Context: an optimization exercise on an open-source flow, tuned for small area and a short achievable clock period. The choices shown serve that exercise and are no tape-out recipe.
At most, simulation tests tie the RTL to the original design; equivalence was not proved.
The clock input has no modelled driver; a real chip could not lean on it and would need a root buffer or a full tree.
Power is estimated from default activity; no workload was simulated.

## job 5486
// log2
module log2 #(
  parameter int FRAC_W = 5,
  parameter int MANT_W = 16
) (
  input  logic              clk,
  input  logic              rst_n,
  input  logic [7:0]        x,
  input  logic              validx,
  output logic [FRAC_W+2:0] y,
  output logic              validy
);
  logic [9:0] nrm;
  logic a19, a20, a22, a23, a24, a25, a27, a29, a31, a32;
  logic a33, a35, a36, a37, a39, a40, a41, a42, a44, a45;
  logic a46, a47, a49, a51;
  assign a19 = ~x[6] & ~x[7];
  assign a20 = ~x[4] & ~x[5];
  assign nrm[9] = ~a19 | ~a20;
  assign a22 = x[3] & ~nrm[9];
  assign a23 = ~x[7] & ~a22;
  assign a24 = x[2] & ~nrm[9];
  assign a25 = ~x[6] & ~a24;
  assign nrm[8] = ~a23 | ~a25;
  assign a27 = x[0] & nrm[9];
  assign nrm[0] = nrm[8] & a27;
  assign a29 = x[1] & nrm[9];
  assign nrm[1] = nrm[8] & a29;
  assign a31 = ~nrm[8] & a27;
  assign a32 = x[2] & nrm[9];
  assign a33 = nrm[8] & a32;
  assign nrm[2] = a31 | a33;
  assign a35 = ~nrm[8] & a29;
  assign a36 = x[3] & nrm[9];
  assign a37 = nrm[8] & a36;
  assign nrm[3] = a35 | a37;
  assign a39 = ~nrm[8] & a32;
  assign a40 = x[0] & ~nrm[9];
  assign a41 = ~x[4] & ~a40;
  assign a42 = nrm[8] & ~a41;
  assign nrm[4] = a39 | a42;
  assign a44 = ~nrm[8] & a36;
  assign a45 = x[1] & ~nrm[9];
  assign a46 = ~x[5] & ~a45;
  assign a47 = nrm[8] & ~a46;
  assign nrm[5] = a44 | a47;
  assign a49 = a23 & ~a41;
  assign nrm[6] = ~a25 | a49;
  assign a51 = a25 & ~a46;
  ...
==> flow/config.mk <==
export PLATFORM = sky130hd
export DESIGN_NAME = log2
export DESIGN_NICKNAME = log2
export VERILOG_FILES = /design/flow/design.v
export SDC_FILE = /design/flow/constraint.sdc
export NUM_CORES = 4
export LEC_CHECK = 0
export CAP_MARGIN = 20
export CORE_AREA = 2 2 62 62
export DIE_AREA = 0 0 64 64
export PLACE_DENSITY = 0.6
export SLEW_MARGIN = 20
==> flow/constraint.sdc <==
create_clock -name core_clock -period 7.0 [get_ports {clk}]
set_input_delay 1.4000 -clock core_clock [delete_from_list [all_inputs] [get_ports {clk}]]
set_output_delay 1.4000 -clock core_clock [all_outputs]
set_load 0.01 [all_outputs]
standard.sh (not shown) runs the stock make flow with config.mk's settings and CLKGATE_MAP_FILE= SYNTH_SCRIPT=/design/flow/synth_recipe.tcl, a recipe that flattens the netlist after the stock synthesis.
==> flow/flow/run.sh <==
#!/bin/bash
# Layout flow: the standard ORFS flow (standard.sh) with two changes:
#  - synthesis is the standard flow's own script, except that its final ABC mapping call
#    uses flow/abc_map.script (area-oriented mapping of the AND/inverter
#    network in the RTL) in place of ORFS's speed script;
#    Yosys's own quick ABC pass inside synth is skipped (SYNTH_ARGS -noabc)
#    so that this mapping starts from the RTL's network, and the
#    half/full-adder extraction is left out (ADDER_MAP_FILE empty);
#  - the port buffers that global placement inserts are buf_1 cells;
#  - after CTS, flow/clock_one_buffer.tcl replaces the clock tree with one
#    clock buffer driving all the registers (there are only 20).
# Each step's full output goes to a log file in this folder, and ORFS's own
# per-step logs stay under orfs/logs/.
set -euo pipefail
W=$PWD
F=$W/flow

# Synthesis script: synth_recipe.tcl with the abc call redirected.
{
  head -n 1 synth_recipe.tcl
  cat <<TCL
proc abc {args} {
  set i [lsearch -exact \$args -script]
  if {\$i >= 0} { lset args [expr {\$i + 1}] {$F/abc_map.script} }
  yosys abc {*}\$args
}
TCL
  tail -n +2 synth_recipe.tcl
} > own_synth.tcl

VARS=(
  "SYNTH_SCRIPT=$W/own_synth.tcl"
  "BUFFER_PORTS_ARGS=-buffer_cell sky130_fd_sc_hd__buf_1"
  "ADDER_MAP_FILE="
  "SYNTH_ARGS=-noabc"
  "POST_CTS_TCL=$F/clock_one_buffer.tcl"
  "CLOCK_ONE_BUFFER_CELL=sky130_fd_sc_hd__clkbuf_8"
)
bash standard.sh "${VARS[@]}" synth > synth.log 2>&1
bash standard.sh "${VARS[@]}" finish > layout.log 2>&1
==> flow/flow/abc_map.script <==
strash
amap
topo
Other scripts of this flow, unchanged in this note and not shown: flow/flow/clock_one_buffer.tcl
#### Input delta (job 3820 over job 5486)
Settings: SETUP_SLACK_MARGIN newly set to 4.7.
-- flow/flow/run.sh --
<<< job 5486, line 23
  set i [lsearch -exact \$args -script]
  if {\$i >= 0} { lset args [expr {\$i + 1}] {$F/abc_map.script} }
  yosys abc {*}\$args
>>> job 3820, line 23
  set i [lsearch -exact \$args -script]
  if {[file exists {$F/abc_stage1.script}]} {
    # The logic feeding the first-stage registers (the cone of wire nrm)
    # is mapped first, with its own script.
    set a1 \$args
    lset a1 [expr {\$i + 1}] {$F/abc_stage1.script}
    yosys abc {*}\$a1 w:nrm %ci*
  }
  lset args [expr {\$i + 1}] {$F/abc_map.script}
  yosys abc {*}\$args
==> flow/flow/abc_map.script <==
strash
map -D 1100
topo
==> flow/flow/abc_stage1.script (new file) <==
strash
map -D 300
topo
buffer -p
upsize -D 300
dnsize -D 300
## What came out
- Fmax is lower on job 5486
- Storage element area, job 5486 and job 3820, higher one = job 3820.
- Summary of job 3820 over job 5486: cell count after synthesis went up by 30, relative contribution of combinational cells to total power went up by 7.4 points.
- Taking job 5486 as the reference, in job 3820 max-slew violation count shows no meaningful change, mean number of vias per cell shows an increase of 0.26.
- Combined area of all synthesized cells: job 5486 and job 3820 compared, higher one is job 3820
Inputs modified between job 3820 and job 4880:
==> flow/flow/abc_map.script <==
strash
amap
topo
==> flow/flow/abc_stage1.script <==
strash
map
topo
upsize
dnsize
Results
- Re met2 track demand over resource: job 4880 is 3.5 points up on job 3820.
- Job 3820 → job 4880: total number of cells along the worst setup path shows an increase of 8; period utilization shows an increase of 1.4 points; starting density of the core shows a reduction of 1.8 points; clock period minus final worst setup slack shows an increase of 0.096 ns.
- Job 4880 against job 3820: clock power flat; power per standard cell area up 0.86%.
- Compared with job 3820, combinational power in job 4880 increased by more than a quarter.
- Compared with job 3820, in job 4880 worst hold slack did not really move, number of standard cells in the layout, taps in and fillers out neither gained nor lost much, wire length of the first global-routing pass rose about 12%.
Function was not checked in any run of this note: the RTL went through the layout flow alone. No run of this note takes its clock network from TritonCTS; it comes from the design's own scripts or RTL.

========
log2, a different RTL version from the one above (not shown whole).
Size: ~110 cells after synthesis, roughly 20 I/O pins, roughly 880 sq um of cells after synthesis.
export LEC_CHECK = 0
export CAP_MARGIN = 20
export CORE_AREA = 2 2 62 62
export DIE_AREA = 0 0 64 64
export PLACE_DENSITY = 0.6
export SETUP_SLACK_MARGIN = 4.7
export SLEW_MARGIN = 20
create_clock -name core_clock -period 7.0 [get_ports {clk}]
==> flow/flow/run.sh <==
#!/bin/bash
# Layout flow: the standard ORFS flow (standard.sh) with two changes:
#  - synthesis is the standard flow's own script, except that its final ABC mapping call
#    uses flow/abc_map.script (area-oriented mapping of the AND/inverter
#    network in the RTL) in place of ORFS's speed script;
#    Yosys's own quick ABC pass inside synth is skipped (SYNTH_ARGS -noabc)
#    so that this mapping starts from the RTL's network, and the
#    half/full-adder extraction is left out (ADDER_MAP_FILE empty);
#  - the port buffers that global placement inserts are buf_1 cells;
#  - after CTS, flow/clock_one_buffer.tcl replaces the clock tree with one
#    clock buffer driving all the registers (there are only 20).
# Each step's full output goes to a log file in this folder, and ORFS's own
# per-step logs stay under orfs/logs/.
set -euo pipefail
W=$PWD
F=$W/flow

# Synthesis script: synth_recipe.tcl with the abc call redirected.
{
  head -n 1 synth_recipe.tcl
  cat <<TCL
proc abc {args} {
  set i [lsearch -exact \$args -script]
  if {[file exists {$F/abc_stage1.script}]} {
    # The logic feeding the first-stage registers (the cone of wire nrm)
    # is mapped first, with its own script.
    set a1 \$args
    lset a1 [expr {\$i + 1}] {$F/abc_stage1.script}
    yosys abc {*}\$a1 w:nrm %ci*
  }
  lset args [expr {\$i + 1}] {$F/abc_map.script}
  yosys abc {*}\$args
}
TCL
  tail -n +2 synth_recipe.tcl
} > own_synth.tcl

VARS=(
  "SYNTH_SCRIPT=$W/own_synth.tcl"
  "BUFFER_PORTS_ARGS=-buffer_cell sky130_fd_sc_hd__buf_1"
  "ADDER_MAP_FILE="
  "SYNTH_ARGS=-noabc"
  "POST_CTS_TCL=$F/clock_one_buffer.tcl"
  "CLOCK_ONE_BUFFER_CELL=sky130_fd_sc_hd__clkbuf_8"
)
bash standard.sh "${VARS[@]}" synth > synth.log 2>&1
bash standard.sh "${VARS[@]}" finish > layout.log 2>&1
==> flow/flow/abc_map.script <==
strash
amap
topo
buffer -p
upsize -D 1400
dnsize -D 1400
==> flow/flow/abc_stage1.script <==
strash
map -D 400
topo
buffer -p
upsize -D 400
dnsize -D 400
Other scripts of this flow, unchanged in this note and not shown: flow/flow/clock_one_buffer.tcl
Edit:
==> flow/flow/abc_map.script (replaced) <==
strash
amap
topo
removed: flow/flow/abc_stage1.script
Result: Synthesized cell count is unchanged; critical path depth increases by 2; final area goes down by 1.8%; core utilization fell by 0.55 points; sequential cell count is unchanged; worst setup slack got worse by 0.028 ns.
No functional check of the RTL was part of any run of this note. No run of this note takes its clock network from TritonCTS; it comes from the design's own scripts or RTL.

========
job 4594:
Another version of the RTL of log2 (not shown whole).
For scale: roughly 20 flip-flops, about 20 I/O pins, roughly 860 µm² of cells after synthesis.
export LEC_CHECK = 0
export CAP_MARGIN = 20
export CORE_AREA = 2 2 62 62
export DIE_AREA = 0 0 64 64
export PLACE_DENSITY = 0.6
export SETUP_SLACK_MARGIN = 4.7
export SLEW_MARGIN = 20
create_clock -name core_clock -period 7.0 [get_ports {clk}]
==> flow/flow/run.sh <==
#!/bin/bash
# Layout flow: the standard ORFS flow (standard.sh) with two changes:
#  - synthesis is the standard flow's own script, except that its final ABC mapping call
#    uses flow/abc_map.script (area-oriented mapping of the AND/inverter
#    network in the RTL) in place of ORFS's speed script;
#    Yosys's own quick ABC pass inside synth is skipped (SYNTH_ARGS -noabc)
#    so that this mapping starts from the RTL's network, and the
#    half/full-adder extraction is left out (ADDER_MAP_FILE empty);
#  - the port buffers that global placement inserts are buf_1 cells;
#  - after CTS, flow/clock_one_buffer.tcl replaces the clock tree with one
#    clock buffer driving all the registers (there are only 20).
# Each step's full output goes to a log file in this folder, and ORFS's own
# per-step logs stay under orfs/logs/.
set -euo pipefail
W=$PWD
F=$W/flow

# Synthesis script: synth_recipe.tcl with the abc call redirected.
{
  head -n 1 synth_recipe.tcl
  cat <<TCL
proc abc {args} {
  set i [lsearch -exact \$args -script]
  if {[file exists {$F/abc_stage1.script}]} {
    # The logic feeding the first-stage registers (the cone of wire nrm)
    # is mapped first, with its own script.
    set a1 \$args
    lset a1 [expr {\$i + 1}] {$F/abc_stage1.script}
    yosys abc {*}\$a1 w:nrm %ci*
  }
  lset args [expr {\$i + 1}] {$F/abc_map.script}
  yosys abc {*}\$args
}
TCL
  tail -n +2 synth_recipe.tcl
} > own_synth.tcl

VARS=(
  "SYNTH_SCRIPT=$W/own_synth.tcl"
  "BUFFER_PORTS_ARGS=-buffer_cell sky130_fd_sc_hd__buf_1"
  "ADDER_MAP_FILE="
  "SYNTH_ARGS=-noabc"
  "POST_CTS_TCL=$F/clock_one_buffer.tcl"
  "CLOCK_ONE_BUFFER_CELL=sky130_fd_sc_hd__clkbuf_8"
  "INPUT_BUF_CELL=sky130_fd_sc_hd__buf_2"
)
bash standard.sh "${VARS[@]}" synth > synth.log 2>&1
bash standard.sh "${VARS[@]}" finish > layout.log 2>&1
==> flow/flow/abc_map.script <==
strash
amap
topo
buffer -p
upsize -D 1400
dnsize -D 1400
==> flow/flow/abc_stage1.script <==
strash
map -D 450
topo
buffer -p
upsize -D 450
dnsize -D 450
==> flow/flow/clock_one_buffer.tcl <==
# POST_CTS_TCL hook: the design has only a few registers, so CTS's two-level
# tree (a root buffer, leaf buffers and dummy loads) is replaced by a single
# clock buffer that drives every register's clock pin; every register still
# gets its clock through a buffer, the same one for all.
set block [ord::get_db_block]
set port_net [[$block findBTerm clk] getNet]
set sinks {}
set tree {}
set tree_nets {}
set todo [list $port_net]
# Walk the clock network from the port: registers are sinks, everything else
# on it (buffers, inverters, dummy loads) belongs to the tree.
while {[llength $todo]} {
  set net [lindex $todo 0]
  set todo [lrange $todo 1 end]
  foreach it [$net getITerms] {
    if {![$it isInputSignal]} continue
    set inst [$it getInst]
    if {[[$inst getMaster] isSequential]} {
      lappend sinks $it
    } elseif {[lsearch $tree $inst] < 0} {
      lappend tree $inst
      foreach ot [$inst getITerms] {
        if {[$ot isOutputSignal] && [$ot getNet] ne "NULL"} {
          lappend todo [$ot getNet]
          lappend tree_nets [$ot getNet]
        }
      }
    }
  }
}
puts "clock_one_buffer: [llength $sinks] clock sinks, removing [llength $tree] tree cells"
set xs 0; set ys 0
foreach it $sinks {
  lassign [[$it getInst] getLocation] x y
  set xs [expr {$xs + $x}]; set ys [expr {$ys + $y}]
  $it disconnect
}
foreach inst $tree { odb::dbInst_destroy $inst }
foreach net [lsort -unique $tree_nets] { odb::dbNet_destroy $net }
set master [[ord::get_db] findMaster $::env(CLOCK_ONE_BUFFER_CELL)]
set buf [odb::dbInst_create $block $master clkbuf_0_clk]
set net [odb::dbNet_create $block clknet_0_clk]
$net setSigType CLOCK
[$buf findITerm A] connect $port_net
[$buf findITerm X] connect $net
foreach it $sinks { $it connect $net }
set n [llength $sinks]
$buf setLocation [expr {int($xs / $n)}] [expr {int($ys / $n)}]
$buf setPlacementStatus PLACED
detailed_placement
check_placement -verbose
estimate_parasitics -placement
report_clock_skew

# Optionally give the input ports' buffers a stronger cell of the same
# function (the paths from the inputs are the design's longest).
if {[info exists ::env(INPUT_BUF_CELL)] && $::env(INPUT_BUF_CELL) ne ""} {
  set bm [[ord::get_db] findMaster $::env(INPUT_BUF_CELL)]
  foreach bt [$block getBTerms] {
    if {[$bt getIoType] ne "INPUT" || [$bt getName] eq "clk"} continue
    foreach it [[$bt getNet] getITerms] {
      set inst [$it getInst]
      if {[string match "sky130_fd_sc_hd__buf_*" [[$inst getMaster] getName]]} { $inst swapMaster $bm }
    }
  }
  detailed_placement
  estimate_parasitics -placement
}

# Optionally the same for the output ports' buffers.
if {[info exists ::env(OUTPUT_BUF_CELL)] && $::env(OUTPUT_BUF_CELL) ne ""} {
  set bm [[ord::get_db] findMaster $::env(OUTPUT_BUF_CELL)]
  foreach bt [$block getBTerms] {
    if {[$bt getIoType] ne "OUTPUT"} continue
    foreach it [[$bt getNet] getITerms] {
      set inst [$it getInst]
      if {[$it isOutputSignal] && [string match "sky130_fd_sc_hd__buf_*" [[$inst getMaster] getName]]} { $inst swapMaster $bm }
    }
  }
  detailed_placement
  estimate_parasitics -placement
}
For job 7303, these inputs were changed with respect to job 4594:
==> flow/flow/abc_map.script <==
strash
amap
topo
==> flow/flow/abc_stage1.script <==
strash
map -D 400
topo
buffer -p
upsize -D 400
dnsize -D 400
Findings:
- Job 7303 went all the way through the flow, and no timing, DRC or antenna check failed.
- Job 4594: full flow OK, the timing, design-rule and antenna checks passed
- Going from job 4594 to job 7303, maximum vdd ir drop moved down; global-route usage moved down; clock latency reported for the late side of the worst-skew pair level; met3 routing resource usage after global routing moved down; sequential power level.
- On cell area after layout, job 4594 beats job 7303.
Modified inputs, job 8554 compared to job 7303
diff --git a/flow/flow/run.sh b/flow/flow/run.sh
--- a/flow/flow/run.sh
+++ b/flow/flow/run.sh
@@ -44,3 +44,2 @@
   "CLOCK_ONE_BUFFER_CELL=sky130_fd_sc_hd__clkbuf_8"
-  "INPUT_BUF_CELL=sky130_fd_sc_hd__buf_2"
 )
==> flow/flow/abc_map.script <==
strash
amap
topo
buffer -p
upsize -D 1400
dnsize -D 1400
==> flow/flow/abc_stage1.script <==
strash
map -D 350
topo
buffer -p
upsize -D 350
dnsize -D 350
diff --git a/flow/flow/clock_one_buffer.tcl b/flow/flow/clock_one_buffer.tcl
--- a/flow/flow/clock_one_buffer.tcl
+++ b/flow/flow/clock_one_buffer.tcl
@@ -69,15 +69 @@
 }
-
-# Optionally the same for the output ports' buffers.
-if {[info exists ::env(OUTPUT_BUF_CELL)] && $::env(OUTPUT_BUF_CELL) ne ""} {
-  set bm [[ord::get_db] findMaster $::env(OUTPUT_BUF_CELL)]
-  foreach bt [$block getBTerms] {
-    if {[$bt getIoType] ne "OUTPUT"} continue
-    foreach it [[$bt getNet] getITerms] {
-      set inst [$it getInst]
-      if {[$it isOutputSignal] && [string match "sky130_fd_sc_hd__buf_*" [[$inst getMaster] getName]]} { $inst swapMaster $bm }
-    }
-  }
-  detailed_placement
-  estimate_parasitics -placement
-}
Notes after the runs:
Total wire length, job 7303 and job 8554: higher on job 7303
Across job 7303 and job 8554, the outcome is the same: a clean finish for every run.
Required time of the worst setup path (higher): job 7303
Weighted congestion reported at the end of routability-driven placement: job 8554 vs job 7303 down 0.14
Area after synthesis went up slightly going from job 7303 to job 8554.
Between job 7303 and job 8554, the area of combinational cells with multiple inputs is lower for job 8554.
Job 8554 supports a lower top clock frequency than job 7303.
Post-route total power (job 8554 over job 7303): decrease, about 0.7%
[compare] base=job 7303 new=job 8554: global-route usage decreased 0.22 points, worst setup slack decreased 0.028 ns, peak fanout along the critical path decreased 2.
Inputs modified between job 8554 and job 526:
Settings: SETUP_SLACK_MARGIN changed from 4.7 to 4.8.
diff --git a/flow/flow/run.sh b/flow/flow/run.sh
--- a/flow/flow/run.sh
+++ b/flow/flow/run.sh
@@ -44,2 +44,3 @@
   "CLOCK_ONE_BUFFER_CELL=sky130_fd_sc_hd__clkbuf_8"
+  "INPUT_BUF_CELL=sky130_fd_sc_hd__buf_2"
 )
==> flow/flow/abc_map.script <==
strash
amap
topo
removed: flow/flow/abc_stage1.script
### Flow results
Combinational share of power | job 526 above job 8554
Job 526 vs job 8554 — count of multi-input gates dropped 4.4%.
The highest metal layer used by the detailed router comes out met4 in one run and met3 in the other, namely in job 8554 and job 526 respectively.
Of job 8554 and job 526, job 8554 shows the lower wire length on met3, with job 526 above it.
Job 526 vs. job 8554: number of fillers in the final layout went down by 8.
The slowest cell on the critical path comes out sky130_fd_sc_hd__a41oi_1 in one run and sky130_fd_sc_hd__a222oi_1 in the other, namely in job 8554 and job 526 respectively.
Delta (job 526 minus job 8554): power per unit of standard cell area shows a reduction of about 3%, total via count after detailed routing climbed 8, netlist area before placement decreased about 5.4%, clock network fraction of design power decreased 0.5 points.
In every run of this note, the design's own scripts or RTL, not TritonCTS, make the clock network.

re-timing with driven ports:
How much do the figures lean on ideal ports? The routed layouts below were timed once more, with nothing changed but the port constraints.
Step 1 (the two cells are an assumption about what drives the block):
set clk [get_ports {clk}]
set_driving_cell -lib_cell sky130_fd_sc_hd__clkbuf_16 $clk
set_driving_cell -lib_cell sky130_fd_sc_hd__buf_2 [delete_from_list [all_inputs] $clk]
Step 2 times the ports against the registers' clock, not the clock port: input delays grow and output delays shrink by t, the midpoint of the rising clock arrivals with the driver on.
a / b / c = no drivers / after step 1 / after step 2; a / b = the first two.
run | shift t [ns] | setup slack, ns | hold slack, ns | worst slew at a driven data input, ns
job 5486 | 0.184 | 4.042 / 4.043 / 4.043 | 0.338 / 0.338 / 0.338 | 0.03
job 3820 | 0.184 | 4.814 / 4.812 / 4.628 | 0.340 / 0.340 / 0.340 | 0.03
job 4880 | 0.182 | 4.718 / 4.718 / 4.674 | 0.339 / 0.339 / 0.339 | 0.03
the first run of note 2 | 0.182 | 4.839 / 4.832 / 4.650 | 0.338 / 0.338 / 0.338 | 0.03
the second run of note 2 | 0.184 | 4.811 / 4.810 / 4.626 | 0.338 / 0.338 / 0.338 | 0.03
job 4594 | 0.182 | 4.932 / 4.934 / 4.751 | 0.341 / 0.341 / 0.341 | 0.03
job 7303 | 0.178 | 4.937 / 4.937 / 4.817 | 0.338 / 0.338 / 0.338 | 0.03
job 8554 | 0.181 | 4.909 / 4.910 / 4.728 | 0.337 / 0.337 / 0.337 | 0.03
job 526 | 0.176 | 4.848 / 4.845 / 4.668 | 0.337 / 0.337 / 0.337 | 0.03
After both steps every run listed still meets setup and hold. For the first run of note 2, which loses most, drivers alone change the setup slack by -0.007 ns; drivers and shift together by -0.189 ns.
